From an optimization exercise on the open Yosys and OpenROAD flow, aimed at a short achievable clock period and few clock cycles; shortcuts taken in it are not production practice. Only simulation tests tie the RTL to the original design; equivalence was not proved. Power is estimated from default activity; no workload was simulated.

--- design/flow/design.v ---
package acc_cpu_pkg;
  localparam int WORD_W   = 8;
  localparam int RF_DEPTH = 16;
  typedef enum logic [3:0] {
    op_nop  = 4'd0,
    op_add  = 4'd1,
    op_sub  = 4'd2,
    op_and  = 4'd3,
    op_xor  = 4'd4,
    op_shl  = 4'd5,
    op_shr  = 4'd6,
    op_ld   = 4'd7,
    op_st   = 4'd8,
    op_li   = 4'd9,
    op_beq  = 4'd10,
    op_bne  = 4'd11,
    op_jmp  = 4'd12,
    op_halt = 4'd13
  } opcode_e;
  typedef struct packed {
    logic [1:0]  k;
    logic [7:0]  i0;
    logic [7:0]  i1;
    logic [7:0]  i2;
    logic        ex;          
    logic        wr;          
    logic        ld;
    logic        li;
    logic        st;
    logic        br;          
    logic        bne;
    logic [2:0]  alu;         
    logic        halt;
    logic        pred_taken;  
    logic        use_r0;      
    logic [7:0]  pred_next;   
    logic [7:0]  fall;        
    logic        ready;       
  } binfo_t;
  localparam int BINFO_W = 56;   
endpackage
`timescale 1ns/1ps
module prog_counter (
  input  logic       clk,
  input  logic       rst,
  input  logic       req,
  input  logic       rewrite,
  input  logic       ready,
  input  logic       halt,
  input  logic [7:0] next_pc,
  input  logic       mispredict,
  input  logic [7:0] redirect,
  output logic [7:0] pc,
  output logic       running,
  output logic       running_q,
  output logic       done,
  output logic       restart,
  output logic       accept
);
  logic parked;
  assign accept = !restart && !mispredict && !parked && (running || ready);
  always_ff @(posedge clk) begin
    if (rst) begin
      restart   <= 1'b0;
      running_q <= 1'b0;
    end else begin
      restart   <= rewrite;
      running_q <= running;
    end
  end
  always_ff @(posedge clk) begin
    if (rst) begin
      running <= 1'b0;
      done    <= 1'b0;
      parked  <= 1'b0;
      pc      <= '0;
    end else begin
      if (!running && req) begin
        running <= 1'b1;
        done    <= 1'b0;
      end
      if (restart) begin
        parked <= 1'b0;
        pc     <= '0;
      end else if (running && parked) begin
        running <= 1'b0;
        done    <= 1'b1;
        parked  <= 1'b0;
        pc      <= '0;
      end else if (mispredict) begin
        pc <= redirect;
      end else if (accept) begin
        if (halt) begin
          if (running) begin
            running <= 1'b0;
            done    <= 1'b1;
            pc      <= '0;
          end else begin
            parked <= 1'b1;
          end
        end else begin
          pc <= next_pc;
        end
      end
    end
  end
endmodule
`timescale 1ns/1ps
module instr_rom (
  input  logic                clk,
  input  logic                rst,
  input  logic                running,
  input  logic                load_ok,
  input  logic [7:0]          load_addr,
  input  logic [8:0]          load_word,
  input  logic [7:0]          pc,
  output acc_cpu_pkg::binfo_t info,
  output logic                rewrite
);
  localparam int IW = acc_cpu_pkg::BINFO_W;
  logic [256*9-1:0]  prog;
  logic [255:0]      written;
  logic [8:0]        w [4];
  logic [3:0]        wr;
  for (genvar a = 0; a < 256; a++) begin : g_word
    always_ff @(posedge clk) begin
      if (load_ok && load_addr == 8'(a)) begin
        prog[a*9 +: 9] <= load_word;
      end
    end
    always_ff @(posedge clk) begin
      if (rst || running) begin
        written[a] <= 1'b0;
      end else if (load_ok && load_addr == 8'(a)) begin
        written[a] <= 1'b1;
      end
    end
  end
  for (genvar i = 0; i < 4; i++) begin : g_fetch
    logic [256*9-1:0] prog_rot;
    logic [255:0]     written_rot;
    for (genvar a = 0; a < 256; a++) begin : g_rot
      assign prog_rot[a*9 +: 9]  = prog[((a + i) % 256)*9 +: 9];
      assign written_rot[a]      = written[(a + i) % 256];
    end
    assign w[i]  = prog_rot[pc*9 +: 9];
    assign wr[i] = written_rot[pc];
  end
  decoder u_dec (
    .A    (pc),
    .w0   (w[0]),
    .w1   (w[1]),
    .w2   (w[2]),
    .w3   (w[3]),
    .wr   (wr),
    .info (info)
  );
  assign rewrite = load_ok && written[load_addr];
endmodule
`timescale 1ns/1ps
module decoder (
  input  logic [7:0]           A,
  input  logic [8:0]           w0,
  input  logic [8:0]           w1,
  input  logic [8:0]           w2,
  input  logic [8:0]           w3,
  input  logic [3:0]           wr,
  output acc_cpu_pkg::binfo_t  info
);
  logic [1:0] k;
  logic [8:0] opw;
  logic       has_op;
  logic [3:0] op;
  logic [7:0] len;
  logic       pred_eq;
  logic       is_jmp;
  always_comb begin
    if (!w0[8])      k = 2'd0;
    else if (!w1[8]) k = 2'd1;
    else if (!w2[8]) k = 2'd2;
    else             k = 2'd3;
    case (k)
      2'd0: opw = w0;
      2'd1: opw = w1;
      2'd2: opw = w2;
      default: opw = w3;
    endcase
    has_op = !opw[8];
    op     = has_op ? opw[7:4] : 4'd0;
    len    = 8'(k) + 8'(has_op);
    info    = '0;
    info.k  = k;
    case (k)
      2'd1: begin info.i0 = w0[7:0]; end
      2'd2: begin info.i0 = w1[7:0]; info.i1 = w0[7:0]; end
      2'd3: begin info.i0 = w2[7:0]; info.i1 = w1[7:0]; info.i2 = w0[7:0]; end
      default: ;
    endcase
    case (op)
      4'd1, 4'd2, 4'd3, 4'd4, 4'd5, 4'd6: begin
        info.ex = 1'b1; info.wr = 1'b1; info.alu = 3'(op - 4'd1);
      end
      4'd7:  begin info.ex = 1'b1; info.wr = 1'b1; info.ld = 1'b1; end
      4'd8:  begin info.ex = 1'b1; info.st = 1'b1; end
      4'd9:  begin info.ex = 1'b1; info.wr = 1'b1; info.li = 1'b1; end
      4'd10: begin info.ex = 1'b1; info.br = 1'b1; end
      4'd11: begin info.ex = 1'b1; info.br = 1'b1; info.bne = 1'b1; end
      4'd13: begin info.halt = 1'b1; end
      default: ;
    endcase
    is_jmp = (op == 4'd12);
    pred_eq = (k == 2'd3) && (info.i1[3:0] == info.i2[3:0]);
    info.pred_taken = is_jmp || (info.br && (info.bne ? !pred_eq : pred_eq));
    info.fall       = A + len;
    info.use_r0     = info.pred_taken && (k == 2'd0);
    info.pred_next  = (info.pred_taken && k != 2'd0) ? info.i0 : info.fall;
    info.ready      = wr[0] && (len < 8'd2 || wr[1]) && (len < 8'd3 || wr[2]) && (len < 8'd4 || wr[3]);
  end
endmodule
`timescale 1ns/1ps
module accumulator (
  input  logic       clk,
  input  logic       rst,
  input  logic       restart,
  input  logic       keep,
  input  logic       en,
  input  logic [1:0] k,
  input  logic [7:0] i0,
  input  logic [7:0] i1,
  input  logic [7:0] i2,
  output logic [7:0] r0,
  output logic [7:0] r1,
  output logic [7:0] r2,
  output logic [7:0] n0,
  output logic [7:0] n1,
  output logic [7:0] n2
);
  logic [7:0] h0, h1, h2;
  always_comb begin
    case (k)
      2'd0: begin n0 = r0; n1 = r1; n2 = r2; end
      2'd1: begin n0 = i0; n1 = r0; n2 = r1; end
      2'd2: begin n0 = i0; n1 = i1; n2 = r0; end
      default: begin n0 = i0; n1 = i1; n2 = i2; end
    endcase
  end
  always_ff @(posedge clk) begin
    if (rst) begin
      r0 <= '0;
      r1 <= '0;
      r2 <= '0;
    end else if (restart) begin
      r0 <= h0;
      r1 <= h1;
      r2 <= h2;
    end else if (en) begin
      r0 <= n0;
      r1 <= n1;
      r2 <= n2;
    end
  end
  always_ff @(posedge clk) begin
    if (rst) begin
      h0 <= '0;
      h1 <= '0;
      h2 <= '0;
    end else if (keep) begin
      h0 <= r0;
      h1 <= r1;
      h2 <= r2;
    end
  end
endmodule
`timescale 1ns/1ps
module alu (
  input  logic [2:0] alu_op,
  input  logic [7:0] in_a,
  input  logic [7:0] in_b,
  output logic [7:0] result,
  output logic       equal
);
  always_comb begin
    case (alu_op)
      3'd0:    result = in_a + in_b;
      3'd1:    result = in_a - in_b;
      3'd2:    result = in_a & in_b;
      3'd3:    result = in_a ^ in_b;
      3'd4:    result = in_a << in_b[2:0];
      default: result = in_a >> in_b[2:0];
    endcase
  end
  assign equal = (in_a == in_b);
endmodule
`timescale 1ns/1ps
module reg_file (
  input  logic       clk,
  input  logic       restart,
  input  logic       keep,
  input  logic       we,
  input  logic [3:0] wr_addr,
  input  logic [7:0] wr_data,
  input  logic [3:0] rd_addr_a,
  input  logic [3:0] rd_addr_b,
  output logic [7:0] dat_a,
  output logic [7:0] dat_b
);
  logic [16*8-1:0] core;
  logic [16*8-1:0] hold;
  for (genvar i = 0; i < 16; i++) begin : g_reg
    always_ff @(posedge clk) begin
      if (restart) begin
        core[i*8 +: 8] <= hold[i*8 +: 8];
      end else if (we && wr_addr == 4'(i)) begin
        core[i*8 +: 8] <= wr_data;
      end
    end
    always_ff @(posedge clk) begin
      if (keep) begin
        hold[i*8 +: 8] <= core[i*8 +: 8];
      end
    end
  end
  assign dat_a = core[rd_addr_a*8 +: 8];
  assign dat_b = core[rd_addr_b*8 +: 8];
endmodule
`timescale 1ns/1ps
module dat_mem (
  input  logic       clk,
  input  logic       restart,
  input  logic       commit,
  input  logic       host_fwd,
  input  logic       we,
  input  logic [7:0] addr,
  input  logic [7:0] wdata,
  input  logic [7:0] host_addr,
  output logic [7:0] rdata,
  output logic [7:0] host_rdata
);
  logic [256*8-1:0] mem;
  logic [256*8-1:0] hmem;
  for (genvar a = 0; a < 256; a++) begin : g_byte
    logic [7:0] nxt;
    assign nxt = (we && addr == 8'(a)) ? wdata : mem[a*8 +: 8];
    always_ff @(posedge clk) begin
      if (restart) begin
        mem[a*8 +: 8] <= hmem[a*8 +: 8];
      end else begin
        mem[a*8 +: 8] <= nxt;
      end
    end
    always_ff @(posedge clk) begin
      if (commit && !restart) begin
        hmem[a*8 +: 8] <= nxt;
      end
    end
  end
  assign rdata = mem[addr*8 +: 8];
  always_ff @(posedge clk) begin
    if (host_fwd && we && addr == host_addr) begin
      host_rdata <= wdata;
    end else begin
      host_rdata <= hmem[host_addr*8 +: 8];
    end
  end
endmodule
`timescale 1ns/1ps
module acc_cpu_top #(
  parameter int PROG_DEPTH = 256
) (
  input  logic              clk,
  input  logic              rst,
  input  logic              req,
  output logic              done,
  input  logic              prog_we,
  input  logic [7:0]        prog_addr,
  input  logic [8:0]        prog_word,
  input  logic [7:0]        host_addr,
  output logic [acc_cpu_pkg::WORD_W-1:0] host_rdata
);
  logic [7:0]          pc;
  logic                running;
  logic                running_q;
  logic                restart;
  logic                rewrite;
  logic                accept;
  acc_cpu_pkg::binfo_t fi;
  logic [7:0]          r0, r1, r2;
  logic [7:0]          n0, n1, n2;
  logic [7:0]          next_pc;
  logic       e_valid;
  logic       e_wr, e_ld, e_li, e_st, e_br, e_bne, e_pred;
  logic [2:0] e_alu;
  logic [3:0] e_d, e_xa, e_ya;
  logic [7:0] e_imm, e_target, e_fall;
  logic [7:0] dat_a, dat_b, alu_result, mem_data, wr_data;
  logic       equal, taken, mispredict;
  logic [7:0] redirect;
  instr_rom u_rom (
    .clk       (clk),
    .rst       (rst),
    .running   (running),
    .load_ok   (prog_we && !running),
    .load_addr (prog_addr),
    .load_word (prog_word),
    .pc        (pc),
    .info      (fi),
    .rewrite   (rewrite)
  );
  accumulator u_acc (
    .clk (clk),
    .rst (rst),
    .restart (restart),
    .keep (running || running_q),
    .en  (accept),
    .k   (fi.k),
    .i0  (fi.i0),
    .i1  (fi.i1),
    .i2  (fi.i2),
    .r0  (r0),
    .r1  (r1),
    .r2  (r2),
    .n0  (n0),
    .n1  (n1),
    .n2  (n2)
  );
  assign next_pc = fi.use_r0 ? r0 : fi.pred_next;
  prog_counter u_pc (
    .clk        (clk),
    .rst        (rst),
    .req        (req),
    .rewrite    (rewrite),
    .ready      (fi.ready),
    .halt       (fi.halt),
    .next_pc    (next_pc),
    .mispredict (mispredict),
    .redirect   (redirect),
    .pc         (pc),
    .running    (running),
    .running_q  (running_q),
    .done       (done),
    .restart    (restart),
    .accept     (accept)
  );
  always_ff @(posedge clk) begin
    if (rst || restart) begin
      e_valid <= 1'b0;
    end else begin
      e_valid <= accept && fi.ex;
    end
  end
  always_ff @(posedge clk) begin
    e_wr     <= fi.wr;
    e_ld     <= fi.ld;
    e_li     <= fi.li;
    e_st     <= fi.st;
    e_br     <= fi.br;
    e_bne    <= fi.bne;
    e_pred   <= fi.pred_taken;
    e_alu    <= fi.alu;
    e_d      <= n0[3:0];
    e_xa     <= n1[3:0];
    e_ya     <= n2[3:0];
    e_imm    <= n1;
    e_target <= n0;
    e_fall   <= fi.fall;
  end
  reg_file u_rf (
    .clk       (clk),
    .restart   (restart),
    .keep      (running || running_q),
    .we        (e_valid && e_wr),
    .wr_addr   (e_d),
    .wr_data   (wr_data),
    .rd_addr_a (e_xa),
    .rd_addr_b (e_ya),
    .dat_a     (dat_a),
    .dat_b     (dat_b)
  );
  alu u_alu (
    .alu_op (e_alu),
    .in_a   (dat_a),
    .in_b   (dat_b),
    .result (alu_result),
    .equal  (equal)
  );
  assign wr_data = e_ld ? mem_data : (e_li ? e_imm : alu_result);
  assign taken      = e_bne ? !equal : equal;
  assign mispredict = e_valid && e_br && (taken != e_pred);
  assign redirect   = taken ? e_target : e_fall;
  dat_mem u_dm (
    .clk        (clk),
    .restart    (restart),
    .commit     (running || req),
    .host_fwd   (running),
    .we         (e_valid && e_st),
    .addr       (dat_a),
    .wdata      (dat_b),
    .host_addr  (host_addr),
    .rdata      (mem_data),
    .host_rdata (host_rdata)
  );
endmodule
--- design/flow/run.sh ---
#!/bin/bash
# synth_recipe.tcl (not shown) runs the flow's synth.tcl, then flattens the netlist and writes it again
# the make line also repeats each setting of config.mk as NAME=value (left out here)
make -C /OpenROAD-flow-scripts/flow DESIGN_CONFIG=/design/flow/config.mk WORK_HOME=/design/flow/orfs CLKGATE_MAP_FILE= SYNTH_SCRIPT=/design/flow/synth_recipe.tcl finish
--- design/flow/config.mk ---
export PLATFORM = sky130hd
export DESIGN_NAME = acc_cpu_top
export DESIGN_NICKNAME = acc_cpu_top
export VERILOG_FILES = /design/flow/design.v
export SDC_FILE = /design/flow/constraint.sdc
export NUM_CORES = 4
export LEC_CHECK = 0
export CAP_MARGIN = 40
export CORE_MARGIN = 2
export CORE_UTILIZATION = 30
export SLEW_MARGIN = 40
--- design/flow/constraint.sdc ---
create_clock -name core_clock -period 8.0 [get_ports {clk}]
set_input_delay 1.6000 -clock core_clock [delete_from_list [all_inputs] [get_ports {clk}]]
set_output_delay 1.6000 -clock core_clock [all_outputs]
set_load 0.01 [all_outputs]
==> results by group, run 1 <==
Route
  • DR pass1 iterations: 8
  • Via density: between 5 and 6
  • Routed WL: about 1300000 µm
  • DRC errors left: 0
  • Antenna Nets Post-Route: 0
  • WL per Instance: about 33 µm
  • DRT iter0 DRCs: 33670
  • Via count: about 230k

Pwr
  • Pwr dens: ~300 nW/µm²
  • Pwr Total: ~120 mW
  • Lkg Pwr: 131.1 nW
  • VDD IR-drop max: between 300 and 400 µV

Worst setup path
  • Max stage delay cell, worst path: dfxtp_4
  • CP peak stage delay: around 790 ps
  • Critical Path RT: approximately 9000 ps
  • Crit path buf inv count: 4
  • WS Path Type: register to register
  • CP arrival: around 8700 ps
  • Cell mode on critical path: buf_4
  • Crit path launch type: register
  • CP top delay family: compound AO/OA/AOI/OAI gates
  • Worst path cell trace: buf_12 -> mux4_2 -> a22oi_1 -> a21oi_1 -> a2111oi_0 -> o2bb2ai_1 -> o211ai_1 -> buf_4 -> nor2b_1 -> buf_4 -> nand2_1 -> ha_1 -> ha_1 -> a21oi_2 -> o21ai_0 -> a2111oi_0 -> o211ai_1 -> nor3_1 -> buf_4 -> o31ai_1 -> nand3_1 -> nand3_1 -> o2bb2ai_1
  • Crit Path Max Fanout: 82
  • CP endpoint kind: register

STA
  • RSZ-0062 raised after global routing: no
  • PnR worst setup slack: 286.2 ps
  • Final Hold Viols: 0
  • Clk_skew: 88.49 ps
  • Max transition margin: 0.2768
  • Fin Setup TNS: 0 ps
  • Period Utilization, post-route: 0.9642
  • Worst Tran Pin Value: between 1000 and 1500 ps
  • Max Clk Rate: 129.6 MHz
  • Fin crit period: roughly 7700 ps
  • Final number of setup-violating endpoints: 0
  • Fin. max-slew vios: 0

Clock tree
  • H-tree levels: 6
  • Reg clk slew, reported paths: roughly 60 ps
  • Root Driver: clkbuf_16
  • CTS resizes: 0
  • Max clock buf depth: 5
  • Hold buffer count at cts: 0
  • Worst-skew pair later-pin latency: about 1100 ps
  • Post-CTS setup buffer count: 0
  • CTS buffer count: 739
  • Sink Count: between 7000 and 8000
  • CTS tree: built

Flow run
  • Max-Cap Viols: 0

Synthesis
  • Xor and xnor area share after synthesis: 0.0007096
  • Biggest area consumer among synthesized cells: edfxtp_1
  • Async set-reset flop share out of synthesis: 0
  • Number of synthesized register bits: ~7000
  • Mux contribution to synthesized area: 0.3194
  • Mapped Area: around 350000 µm²
  • Ys flop type: edfxtp_1
  • Post-synthesis compound-gate area fraction: 0.06526
  • Synth Warn #: 10
  • Combinational family with the most area after synthesis: multiplexers
  • Mapped Cells: 23210
  • Syn avg cell area: ~15 µm²
  • Post-Synth Simple-Gate Area: 0.04507
  • Post-Syn Nets: approximately 23000
  • Post-synth EDFFs: 4608
  • Largest cells by area after synthesis: edfxtp_1, mux4_2, dfxtp_1
  • Post-synthesis adder-cell area fraction: 0.001079
  • Yosys cell types: 91
  • Sequential area share after synthesis: 0.5396
  • Top cell type's share of synthesized area: 0.4004

Cells and area
  • Net total in the final layout: 22980
  • Area grow syn2layout: 13.19%
  • FF+latch area: 186500 µm²
  • Area occupied by multi-input gates: around 150000 µm²
  • Non-Filler Instances: a little under 40000
  • Finished Cell Area: just under 400000 µm²
  • Fraction of layout cells with a size suffix above 1: 0.3406
  • Fillers: 109600

Floorplanning
  • Core ar.: roughly 1100000 µm²
  • Die Y: roughly 1100 µm
  • FP Rows: 394
  • I/O pin total: 38
  • Initial Util: 0.3006
  • Die width: ~1100 µm
  • Die area: 1161000 µm²

Global routing
  • Gr ovfl total: 0
  • All-Layer GR Usage: 0.2101
  • Vias in the first global route: around 220k
  • Largest net degree at the start of global routing: around 140
  • Initial antenna violation count: slightly above 100
  • First-pass GRT wire length: ~1800000 µm

Place
  • GP Congestion: 1.027
  • Detailed placement HPWL: about 870000 µm
  • IO buf count: 37
  • Area post-placement: 366100 µm²
  • Pre-CTS setup slack: ~660 ps
  • Placed cells: between 30000 and 40000

Status
  • Outcome: finished clean

Hold path
  • Hold Crit Class: register to register
==> worst register-to-register path: stages (launching register included) <==
cell	delay [ps]
dfxtp_4	790
buf_12	670
mux4_2	620
a22oi_1	220
a21oi_1	100
a2111oi_0	700
o2bb2ai_1	320
o211ai_1	260
buf_4	240
nor2b_1	80
buf_4	190
nand2_1	80
ha_1	180
ha_1	290
a21oi_2	360
o21ai_0	150
a2111oi_0	550
o211ai_1	180
nor3_1	500
buf_4	240
o31ai_1	70
nand3_1	240
nand3_1	280
o2bb2ai_1	310
==> metrics by stage <==
stage | hold WS [ps] | util
after floorplan | 427.3 | -
after detailed placement | 446.5 | 0.3184
after CTS | 444.7 | 0.3399
after global placement | 438.7 | 0.3173
after global routing | 473.0 | 0.3402
final | 449.3 | 0.3403
==> per-layer routing <==
| layer | vias up | track usage | wire [µm] |
|---|---|---|---|
| met2 | 14950 | 0.3129 | 556500 |
| met3 | 3012 | 0.06135 | 145000 |
| met1 | 120900 | 0.2749 | 486700 |
| li1 | 92100 | - | - |
| met5 | - | 0.003206 | 1100 |
| met4 | 76 | 0.1160 | 82760 |
==> power by group <==
group          internal, mW  switching (mW)
Clock                  20.4            15.3
Combinational          13.0            24.7
Sequential             41.7            1.46
Total                  75.0            41.4
==> kinds of logic after synthesis <==
family          after synthesis
compound gates             3768
xor+xnor                     28
fa+ha+maj                    28
buf+inv                    2083
flops                      7012
mux                        6433
simple gates               3861
==> placed cells by master (no fill, tap or decap), types with 67 or more instances in the layout <==
cell and count:
clkbuf_8 101, nand3_1 135, mux4_2 3457, buf_4 764
clkbuf_1 170, nor2_4 76, edfxtp_1 4608, dfxtp_1 2388
a211oi_1 73, o21ai_1 155, clkbuf_16 754, o21ai_0 2033
nor2_1 355, o21a_1 268, a21o_1 107, o22ai_1 92
a22oi_1 226, mux2i_1 798, buf_12 145, clkinv_2 133
nand2_1 2894, a221oi_1 91, a21oi_1 247, a31oi_1 67
diode_2 73, mux2_2 2152
==> cell usage after synthesis, types with 93 or more instances <==
cell,instances
o22ai_1,93
o21ai_0,2061
nand2_1,2902
buf_4,251
o21ai_1,139
dfxtp_1,2404
mux4_2,3462
a22oi_1,226
mux2_2,2154
clkbuf_1,961
o21a_1,268
buf_1,183
a21oi_1,255
edfxtp_1,4608
a21o_1,107
nor2_1,455
nand3_1,139
buf_2,572
mux2i_1,817
a221oi_1,95
==> registers in the layout, summed over array words and instances, names as in the netlist, 128 cells and up <==
register / cells
u_rf.core: 128
u_rom.written: 256
u_dm.mem: 2048
u_rf.hold: 128
u_dm.hmem: 2048
u_rom.prog: 2304
==> path summary, 6_finish.rpt <==
check,startpoint,endpoint,slack (ps),depth (start not counted)
max reg2reg,u_pc.pc[0],u_pc.pc[1],290,23
min reg2reg,u_rf.core[72],u_rf.hold[72],450,0
max,u_pc.pc[0],u_pc.pc[1],290,23
min,u_rf.core[72],u_rf.hold[72],450,0
==> cell type report <==
cell class / count / share of cell area
inverters: 52 / 0.0006461
flip-flops and latches: 7012 / 0.4769
multi-input cells: 14120 / 0.3850
clock buffers: 1020 / 0.05324
repair buffers: 1001 / 0.02528
well taps: 15250 / 0.04876
diodes: 73 / 0.0004670
clock inverters: 344 / 0.009768
Testbench counts, summed over its fixed seeds: cycles 27,223.
==> run 2, diff against run 1 <==
--- a/design/flow/config.mk
+++ b/design/flow/config.mk
@@ -8,4 +8,6 @@
 export CAP_MARGIN = 40
 export CORE_MARGIN = 2
 export CORE_UTILIZATION = 30
+export SETUP_SLACK_MARGIN = 1.5
 export SLEW_MARGIN = 40
+export TNS_END_PERCENT = 5
==> run 2 against run 1 <==
Effect of this change: critical endpoint is now u_rf.core[94]; global-route usage increased by 0.056 points; cell area grew 0.25%; sequential cell count unchanged; register-to-register slack better by 1100 ps; setup slack improved by 1100 ps; fmax up 17%; clock power is essentially flat; synthesized area unchanged; combinational power increased by 1%; wire length rose by 0.40%.
==> results by group, run 2 <==
Status
  • Outcome: finished clean

Global routing
  • All-Layer GR Usage: 0.2106 (+0.0005608)
  • First-pass GRT wire length: 1772000 µm (+0.20%)
  • Largest net degree at the start of global routing: 143 (unchanged)
  • Gr ovfl total: 0 (unchanged)
  • Initial antenna violation count: 114 (+12%)
  • Vias in the first global route: 222100 (+0.059%)

STA
  • Final Hold Viols: 0 (unchanged)
  • Clk_skew: 92.58 ps (+4.090 ps)
  • Fin Setup TNS: 0 ps (unchanged)
  • Max transition margin: 0.2860 (+0.009271)
  • Period Utilization, post-route: 0.8229 (-0.1413)
  • Fin. max-slew vios: 0 (unchanged)
  • Final number of setup-violating endpoints: 0 (unchanged)
  • Fin crit period: 6583 ps (-1131 ps)
  • RSZ-0062 raised after global routing: yes
  • Max Clk Rate: 151.9 MHz (+17%)
  • Worst Tran Pin Value: 1071 ps (-0.3096 ps)

Floorplanning
  • Die width: 1077 µm (unchanged)
  • Core ar.: 1150000 µm² (unchanged)
  • Die area: 1161000 µm² (unchanged)
  • FP Rows: 394 (unchanged)
  • Initial Util: 0.3006 (unchanged)
  • Die Y: 1077 µm (unchanged)
  • I/O pin total: 38 (unchanged)

Synthesis
  • Mapped Area: 345600 µm² (unchanged)
  • Post-Syn Nets: 23270 (unchanged)
  • Mapped Cells: 23210 (unchanged)
  • Syn avg cell area: 14.89 µm² (unchanged)
  • Post-synth EDFFs: 4608 (unchanged)
  • Yosys cell types: 91 (unchanged)
  • Synth Warn #: 10 (unchanged)
  • Number of synthesized register bits: 7012 (unchanged)
  • Biggest area consumer among synthesized cells: edfxtp_1
  • Commonest cells post-synth: edfxtp_1, mux4_2, nand2_1
  • Count leader, synth: edfxtp_1
  • Top cell type's share of synthesized area: 0.4004 (unchanged)
  • Ys flop type: edfxtp_1
  • Sequential area share after synthesis: 0.5396 (unchanged)
  • Async set-reset flop share out of synthesis: 0 (unchanged)
  • Largest cells by area after synthesis: edfxtp_1, mux4_2, dfxtp_1

Route
  • DR pass1 iterations: 9 (+1)
  • WL per Instance: 32.82 µm (+0.29%)
  • DRC errors left: 0 (unchanged)
  • Routed WL: 1277000 µm (+0.40%)
  • Antenna Nets Post-Route: 0 (unchanged)
  • Via density: 5.953 (+0.14%)
  • Via count: 231600 (+0.25%)
  • DRT iter0 DRCs: 34470 (+2.4%)

Worst setup path
  • Worst path cell trace: mux4_2 -> mux4_4 -> buf_12 -> mux4_2 -> mux4_2 -> a22oi_1 -> nand4_1 -> a211oi_4 -> a221oi_2 -> buf_4 -> a21o_1
  • Cell mode on critical path: mux4_2
  • Max stage delay cell, worst path: mux4_4
  • Worst R2R Path Depth: 11 (-52%)
  • CP arrival: 7480 ps (-1250 ps)
  • WS Path Type: register to register
  • Crit path launch type: register
  • CP endpoint kind: register
  • Reg2Reg Capture Point: u_rf.core[94]
  • CP peak stage delay: 970 ps (+180 ps)
  • R2R Setup Slk: 1420 ps (+1130 ps)
  • Crit Path Max Fanout: 64 (-22%)
  • R2R Path Start: e_imm[0]
  • Critical Path RT: 8890 ps (-120 ps)

Place
  • GP Congestion: 1.027 (unchanged)
  • Detailed placement HPWL: 868200 µm (unchanged)
  • IO buf count: 37 (unchanged)

Cells and area
  • Net total in the final layout: 23020 (+0.16%)
  • Largest Register: u_rom.prog
  • Max FFs per register: 2304 (unchanged)
  • Commonest non-fill, non-tap cell in the layout: edfxtp_1
  • Fillers: 109500 (-0.10%)
  • Area grow syn2layout: 13.47%
  • Fraction of layout cells with a size suffix above 1: 0.3428 (+0.002137)
  • Top flop regs: u_rom.prog x2304, u_dm.hmem x2048, u_dm.mem x2048
  • Commonest non-fill, non-tap cells in the layout: edfxtp_1, mux4_2, nand2_1

Clock tree
  • Sink Count: 7012 (unchanged)
  • Reg clk slew, reported paths: 60 ps (about the same)
  • CTS tree: built
  • Worst-skew pair later-pin latency: 1150 ps (+20 ps)
  • H-tree levels: 6 (unchanged)
  • Max clock buf depth: 5 (unchanged)
  • Root Driver: clkbuf_16
  • CTS buffer count: 739 (unchanged)

Hold path
  • Hold Crit Class: register to register
  • Worst Hold Launch: u_rf.core[72]
  • Hold EP: u_rf.hold[72]
  • Hold path depth: 0 (unchanged)

Flow run
  • Max-Cap Viols: 0 (unchanged)

Pwr
  • Lkg Pwr: 131.5 nW (+0.29%)
  • Pwr Total: 116.8 mW (+0.35%)
  • Pwr dens: 298.0 nW/µm² (about the same)
  • VDD IR-drop max: 378.0 µV (-0.42%)
-- run 2: cell counts after synthesis --
Identical to the previous run, type by type.
-- run 2: where the power goes --
group | internal, mW | switching, mW
registers | 41.7 | 1.43
logic | 13.2 | 24.9
clock network | 20.4 | 15.3
total | 75.2 | 41.6
-- run 2: how the worst max path moves through the flow --
stage	start	depth (start not counted)	endpoint
finish	e_imm[0]	11	u_rf.core[94]
global route	u_pc.pc[0]	24	u_acc.r0[7]
detailed placement	u_pc.pc[0]	23	u_pc.pc[1]
global placement	u_pc.pc[1]	15	u_pc.pc[1]
CTS	u_pc.pc[0]	23	u_pc.pc[1]
floorplan	req	2	u_dm.hmem[0]
-- run 2: kinds of logic (layout without fill, tap and decap cells) --
group | Yosys count | in the layout | synth area share
AND/OR/NAND/NOR | 3861 | 3861 | 0.04507
AO/OA/AOI/OAI | 3768 | 3768 | 0.06526
other | 0 | 80 | 0
XOR/XNOR | 28 | 28 | 0.0007096
adder cells (fa/ha/maj) | 28 | 28 | 0.001079
flip-flops | 7012 | 7012 | 0.5396
multiplexers | 6433 | 6434 | 0.3194
buffers and inverters | 2083 | 2453 | 0.02882
-- run 2: routing by layer --
| layer | track usage | wire length, µm | part of all wire |
|---|---|---|---|
| met5 | 0 | 736 | 0.00058 |
| met4 | 0.1155 | 83680 | 0.066 |
| met3 | 0.06091 | 146200 | 0.11 |
| met2 | 0.3137 | 557900 | 0.44 |
| met1 | 0.2767 | 488600 | 0.38 |
-- run 2: critical path, delay by kind of cell (launching register included) --
| family | cells | cell delay, ps |
|---|---|---|
| muxes | 4 | 3020 |
| AOI/OAI and AO/OA | 4 | 1220 |
| buffers and inverters | 2 | 580 |
| and+or+nand+nor | 1 | 560 |
| DFF | 1 | 550 |
-- run 2: per-stage QoR --
stage	utilization	area, µm²	instances	hold slack [ps]	worst slack (ps)
6_report	0.3411	392200	38910	450.7	1417
5_1_grt	0.3410	392000	38840	473.0	1384
4_1_cts	0.3402	391200	38810	444.7	1483
3_5_place_dp	0.3184	366100	37420	446.5	656.9
3_3_place_gp	0.3173	364800	37380	438.7	478.1
2_1_floorplan	-	345600	23210	427.3	-24320
-- run 2: cell type report --
class	instances	area [µm²]	area share
multi-input combinational	14120	150800	0.3846
antenna	80	200.2	0.0005105
clock inverter	344	3821	0.009744
timing repair buffer	1037	10610	0.02705
clock buffer	1020	20830	0.05311
tap	15250	19080	0.04864
inverter	52	270.3	0.0006891
sequential	7012	186500	0.4757
-- run 2: repair_timing --
action	CTS	global route
hold buffers	0	0
setup buffers	21	5
pin swaps	3	1
gates resized for setup	30	58
cloned	3	8
endpoints found under the setup margin	61	69

[afterwards: timing with drivers on the ports]
The results above use ideal ports. As a check the final layouts listed here were re-extracted and re-timed, cells and wires unchanged.
Step 1, drivers: a clkbuf_16 drives clk and a buf_2 each remaining input, both assumed.
Step 2 times the ports against the registers' clock, not the clock port: input delays grow and output delays shrink by t, the midpoint of the rising clock arrivals with the driver on.
Three values: no drivers, after step 1, after step 2; two values: the first two.
run	t (ns)	setup slack, ns	worst data-port slew with drivers (ns)
run 1	1.267	0.286 / 0.286 / 0.286	0.26
run 2	1.274	1.417 / 1.417 / 1.417	0.24
After both steps every run listed still meets setup and hold.
